Source: an optimization exercise on an open RTL-to-GDS flow (aim: a short achievable clock period and few clock cycles). Production flows keep margins and buffers that such runs may drop. Function was checked by simulation only, so behaviour that the tests miss may differ from the original.

==> inputs of v6 <==
// backing_store_range_map
module backing_store_range_map (
  input  wire logic        clk_i,
  input  wire logic        rst_ni,
  input  wire logic        in_valid_i,
  output logic             in_stall_o,
  input  wire logic [38:0] in_data_i,
  output logic             out_valid_o,
  input  wire logic        out_stall_i,
  output logic [27:0]      out_data_o
);
clock: 8.0 ns
lec_check: 0
abc_clock_period_in_ps: 3300
cap_margin: 20
core_margin: 2
core_utilization: 40
cts_cluster_diameter: 100
cts_cluster_size: 30
setup_slack_margin: 4.6
slew_margin: 20
synth_memory_max_bits: 8192
run.sh (not shown) runs the stock make flow with config.mk's settings and CLKGATE_MAP_FILE= SYNTH_SCRIPT=/design/flow/synth_recipe.tcl, a recipe that flattens the netlist after the stock synthesis.
==> v3: changes against v6 <==
--- a/flow/design.v
+++ b/flow/design.v
@@ -44,15 +44,15 @@
 import bsrm_pkg::*;
 module bsrm_seg_mem (
   input  wire logic                  clk_i,
   input  wire logic                  rst_ni,
   input  wire logic [DEPTH-1:0]      we_i,       
   input  wire logic                  wvalid_i,   
   input  wire logic [EW-1:0]         wdata_i,    
-  input  wire logic [2:0]            rpid_lo_i,  
+  input  wire logic [7:0]            rpid_lo_i,  
   output logic [3:0][7:0]            rvalid_o,   
   output logic [3:0][7:0][EW-1:0]    rdata_o
 );
   logic [DEPTH-1:0]         valid_q;
   logic [DEPTH-1:0][EW-1:0] data_q;
   always_ff @(posedge clk_i or negedge rst_ni) begin
     if (!rst_ni) begin
@@ -77,24 +77,20 @@
           v_by_lo[l][g][s] = valid_q[g * 64 + l * 8 + s];
           d_by_lo[l][g][s] = data_q[g * 64 + l * 8 + s];
         end
       end
     end
   end
   always_comb begin
-    case (rpid_lo_i)
-      3'd0: begin rvalid_o = v_by_lo[0]; rdata_o = d_by_lo[0]; end
-      3'd1: begin rvalid_o = v_by_lo[1]; rdata_o = d_by_lo[1]; end
-      3'd2: begin rvalid_o = v_by_lo[2]; rdata_o = d_by_lo[2]; end
-      3'd3: begin rvalid_o = v_by_lo[3]; rdata_o = d_by_lo[3]; end
-      3'd4: begin rvalid_o = v_by_lo[4]; rdata_o = d_by_lo[4]; end
-      3'd5: begin rvalid_o = v_by_lo[5]; rdata_o = d_by_lo[5]; end
-      3'd6: begin rvalid_o = v_by_lo[6]; rdata_o = d_by_lo[6]; end
-      default: begin rvalid_o = v_by_lo[7]; rdata_o = d_by_lo[7]; end
-    endcase
+    rvalid_o = '0;
+    rdata_o  = '0;
+    for (int l = 0; l < 8; l++) begin
+      rvalid_o = rvalid_o | (v_by_lo[l] & {32{rpid_lo_i[l]}});
+      rdata_o  = rdata_o  | (d_by_lo[l] & {(32 * EW){rpid_lo_i[l]}});
+    end
   end
 endmodule
 `default_nettype wire
 `timescale 1ns / 1ps
 `default_nettype none
 import bsrm_pkg::*;
 module backing_store_range_map (
@@ -116,26 +112,28 @@
   assign acc = in_valid_i && !in_stall_q;
   always_ff @(posedge clk_i) begin
     r0_q <= in_data_i;
   end
   logic             v1_q;
   logic [1:0]       act1_q;
   logic [4:0]       pid1_q;
+  logic [7:0]       plo1_q;      
   logic [2:0]       st1_q;
   logic [EW-1:0]    wd1_q;
   logic [DEPTH-1:0] we1_q;
   logic [DEPTH-1:0] we1_d;
   always_comb begin
     for (int e = 0; e < DEPTH; e++) begin
       we1_d[e] = v0_q && (r0_q[38] ^ r0_q[37]) && ({r0_q[36:32], r0_q[11:9]} == 8'(e));
     end
   end
   always_ff @(posedge clk_i) begin
     act1_q <= r0_q[38:37];
     pid1_q <= r0_q[36:32];
+    plo1_q <= 8'd1 << r0_q[34:32];
     st1_q  <= r0_q[11:9];
     wd1_q  <= {r0_q[31:12], r0_q[8:0]};
   end
   logic [7:0]               smap_q;
   logic [INUSE_W-1:0]       cnt_q;
   logic [INUSE_W-1:0]       cnt_inc;
   logic                     alloc_ok;
@@ -144,15 +142,15 @@
   logic [3:0][7:0][EW-1:0]  rd;
   bsrm_seg_mem u_seg_mem (
     .clk_i     (clk_i),
     .rst_ni    (rst_ni),
     .we_i      (we1_q),
     .wvalid_i  (act1_q[1]),
     .wdata_i   (wd1_q),
-    .rpid_lo_i (pid1_q[2:0]),
+    .rpid_lo_i (plo1_q),
     .rvalid_o  (rv),
     .rdata_o   (rd)
   );
   always_comb begin
     alloc_ok  = !(&smap_q);
     alloc_idx = 3'd0;
     for (int s = 7; s >= 0; s--) begin
@@ -227,36 +225,40 @@
       .eq0_o    (eq04_d[s]),
       .eq1_o    (eq14_d[s])
     );
   end
   logic                     v4_q;
   logic                     lk4_q;
   logic [27:0]              res4_q;
-  logic [7:0]               ok4_q;       
+  logic [7:0]               rv4_q, bo4_q, eq04_q, eq14_q;
   logic [7:0][8:0]          lo4_q;
   logic [7:0][8:0]          np4_q;
   always_ff @(posedge clk_i) begin
     lk4_q  <= lk3_q;
     res4_q <= res3_q;
     for (int s = 0; s < 8; s++) begin
-      ok4_q[s] <= rv3_q[s] && (bo4_d[s] ? eq14_d[s] : eq04_d[s]);
+      rv4_q[s]  <= rv3_q[s];
+      bo4_q[s]  <= bo4_d[s];
+      eq04_q[s] <= eq04_d[s];
+      eq14_q[s] <= eq14_d[s];
       lo4_q[s] <= lo4_d[s];
       np4_q[s] <= rd3_q[s][NPAGES_W-1:0];
     end
   end
   logic                     v5_q;
   logic                     lk5_q;
   logic [27:0]              res5_q;
   logic [7:0]               hit5_q;
   logic [7:0][7:0]          off5_q;
   always_ff @(posedge clk_i) begin
     lk5_q  <= lk4_q;
     res5_q <= res4_q;
     for (int s = 0; s < 8; s++) begin
-      hit5_q[s] <= ok4_q[s] && (lo4_q[s] < np4_q[s]);
+      hit5_q[s] <= rv4_q[s] && (bo4_q[s] ? eq14_q[s] : eq04_q[s]) &&
+                   (lo4_q[s] < np4_q[s]);
       off5_q[s] <= lo4_q[s][7:0];
     end
   end
   logic        v6_q;
   logic [27:0] res6_q;
   logic [27:0] res6_d;
   logic [2:0]  hidx;
@@ -298,50 +300,50 @@
       v4_q  <= v3_q;
       v5_q  <= v4_q;
       v6_q  <= v5_q;
       we1_q <= we1_d;
     end
   end
   logic [FD-1:0][27:0]   fifo_q;
-  logic [$clog2(FD)-1:0] wp_q, rp_q;
+  logic [FD-1:0]         wp_q, rp_q;   
   logic [$clog2(FD):0]   fcnt_q;
   logic                  fne_q;        
   logic                  take, pop;
   logic [$clog2(CAP):0]  occ_q;
   logic                  out_valid_q;
   logic [27:0]           out_q;
   logic                  dep;
   assign take = !out_valid_q || !out_stall_i;
   assign pop  = take && fne_q;
   assign dep  = out_valid_q && !out_stall_i;
   logic [27:0] head;
   always_comb begin
     head = '0;
     for (int i = 0; i < FD; i++) begin
-      if (rp_q == i) head = fifo_q[i];
+      if (rp_q[i]) head = head | fifo_q[i];
     end
   end
   always_ff @(posedge clk_i) begin
     for (int i = 0; i < FD; i++) begin
-      if (v6_q && wp_q == i) fifo_q[i] <= res6_q;
+      if (v6_q && wp_q[i]) fifo_q[i] <= res6_q;
     end
     if (take) out_q <= head;
   end
   always_ff @(posedge clk_i or negedge rst_ni) begin
     if (!rst_ni) begin
-      wp_q        <= '0;
-      rp_q        <= '0;
+      wp_q        <= FD'(1);
+      rp_q        <= FD'(1);
       fcnt_q      <= '0;
       fne_q       <= 1'b0;
       out_valid_q <= 1'b0;
       occ_q       <= '0;
       in_stall_q  <= 1'b0;
     end else begin
-      if (v6_q) wp_q <= wp_q + 1'b1;
-      if (pop)  rp_q <= rp_q + 1'b1;
+      if (v6_q) wp_q <= {wp_q[FD-2:0], wp_q[FD-1]};
+      if (pop)  rp_q <= {rp_q[FD-2:0], rp_q[FD-1]};
       fcnt_q <= fcnt_q + v6_q - pop;
       fne_q  <= (fcnt_q + v6_q - pop) != 0;
       if (take) out_valid_q <= fne_q;
       occ_q      <= occ_q + acc - dep;
       in_stall_q <= (occ_q + acc) >= CAP;
     end
   end
==> flow/config.mk (replaced) <==
export PLATFORM = sky130hd
export DESIGN_NAME = backing_store_range_map
export DESIGN_NICKNAME = backing_store_range_map
export VERILOG_FILES = /design/flow/design.v
export SDC_FILE = /design/flow/constraint.sdc
export NUM_CORES = 4
export LEC_CHECK = 0
export ABC_CLOCK_PERIOD_IN_PS = 3300
export CAP_MARGIN = 30
export CORE_MARGIN = 2
export CORE_UTILIZATION = 40
export CTS_CLUSTER_DIAMETER = 100
export CTS_CLUSTER_SIZE = 30
export SETUP_SLACK_MARGIN = 4.8
export SLEW_MARGIN = 40
export SYNTH_MEMORY_MAX_BITS = 8192
==> notes.md <==
Pre-antenna DRT Iters: v3 6; v6 9
Met2 GRT Util: v3 0.3407; v6 0.3558
Worst voltage drop across the vdd grid: v3 191.4 uV; v6 206.9 uV
Outcome: v3 finished clean; v6 finished clean
DR WL/cell: v3 32.28 um; v6 32.20 um
Multi-input combinational area share: v3 0.1479; v6 0.1891
Clock skew: v3 0.07792 ns; v6 0.1299 ns
Total Routing Usage GR: v3 0.2146; v6 0.2239
Ys async rst share: v3 0.05773; v6 0.05567
Post-Syn Instances: v3 18401; v6 20889
Routed met3 length: v3 87.15 mm; v6 91.97 mm
Setup fix buffers added after clock tree synthesis: v3 2; v6 28
Cell count of the worst reg-to-reg path: v3 7; v6 5
Critical setup path kind: v3 reg -> out; v6 reg -> reg
Post-detailed-routing wire length: v3 978.4 mm; v6 1075 mm
Synthesized-area fraction occupied by and/or/nand/nor cells: v3 0.02645; v6 0.03401
Number of register bits inferred by synthesis: v3 10185; v6 10132
Nets@finish: v3 18591; v6 20992
Testbench counts of v6, summed over its fixed seeds: cycles 19,272.
Testbench counts of v3, summed over its fixed seeds: cycles 19,272.

## what the ideal ports hide
The flow's constraints put no driver on any port. The routed layouts listed below were extracted and timed again, unchanged, in two steps.
Step 1: set_driving_cell puts a clkbuf_16 on clk_i and a buf_2 on each other input, an assumption about the parent block.
Step 2 adds t to the input delays and takes it off the output delays; t is the mean of the earliest and latest rising clock arrival at the registers after step 1. Input paths then give back, and output paths get back, about the clock's delay inside the block.
Three values: ideal ports, drivers, drivers and shift; two values: the first two.
| run | shift t [ns] | setup slack, ns | worst setup path after step 2 | latest minus earliest clock arrival (ns) | cell pins on the clock port's net |
|---|---|---|---|---|---|
| v6 | 1.165 | 4.585 / 4.534 / 3.645 | input to register | 0.142 / 0.142 | 1 |
| v3 | 1.249 | 4.726 / 4.571 / 4.076 | input to register | 0.080 / 0.079 | 1 |
After both steps setup and hold are still met in every run listed. The setup slack of v6, which loses most, moves by -0.051 ns with the drivers and by -0.940 ns with both steps.
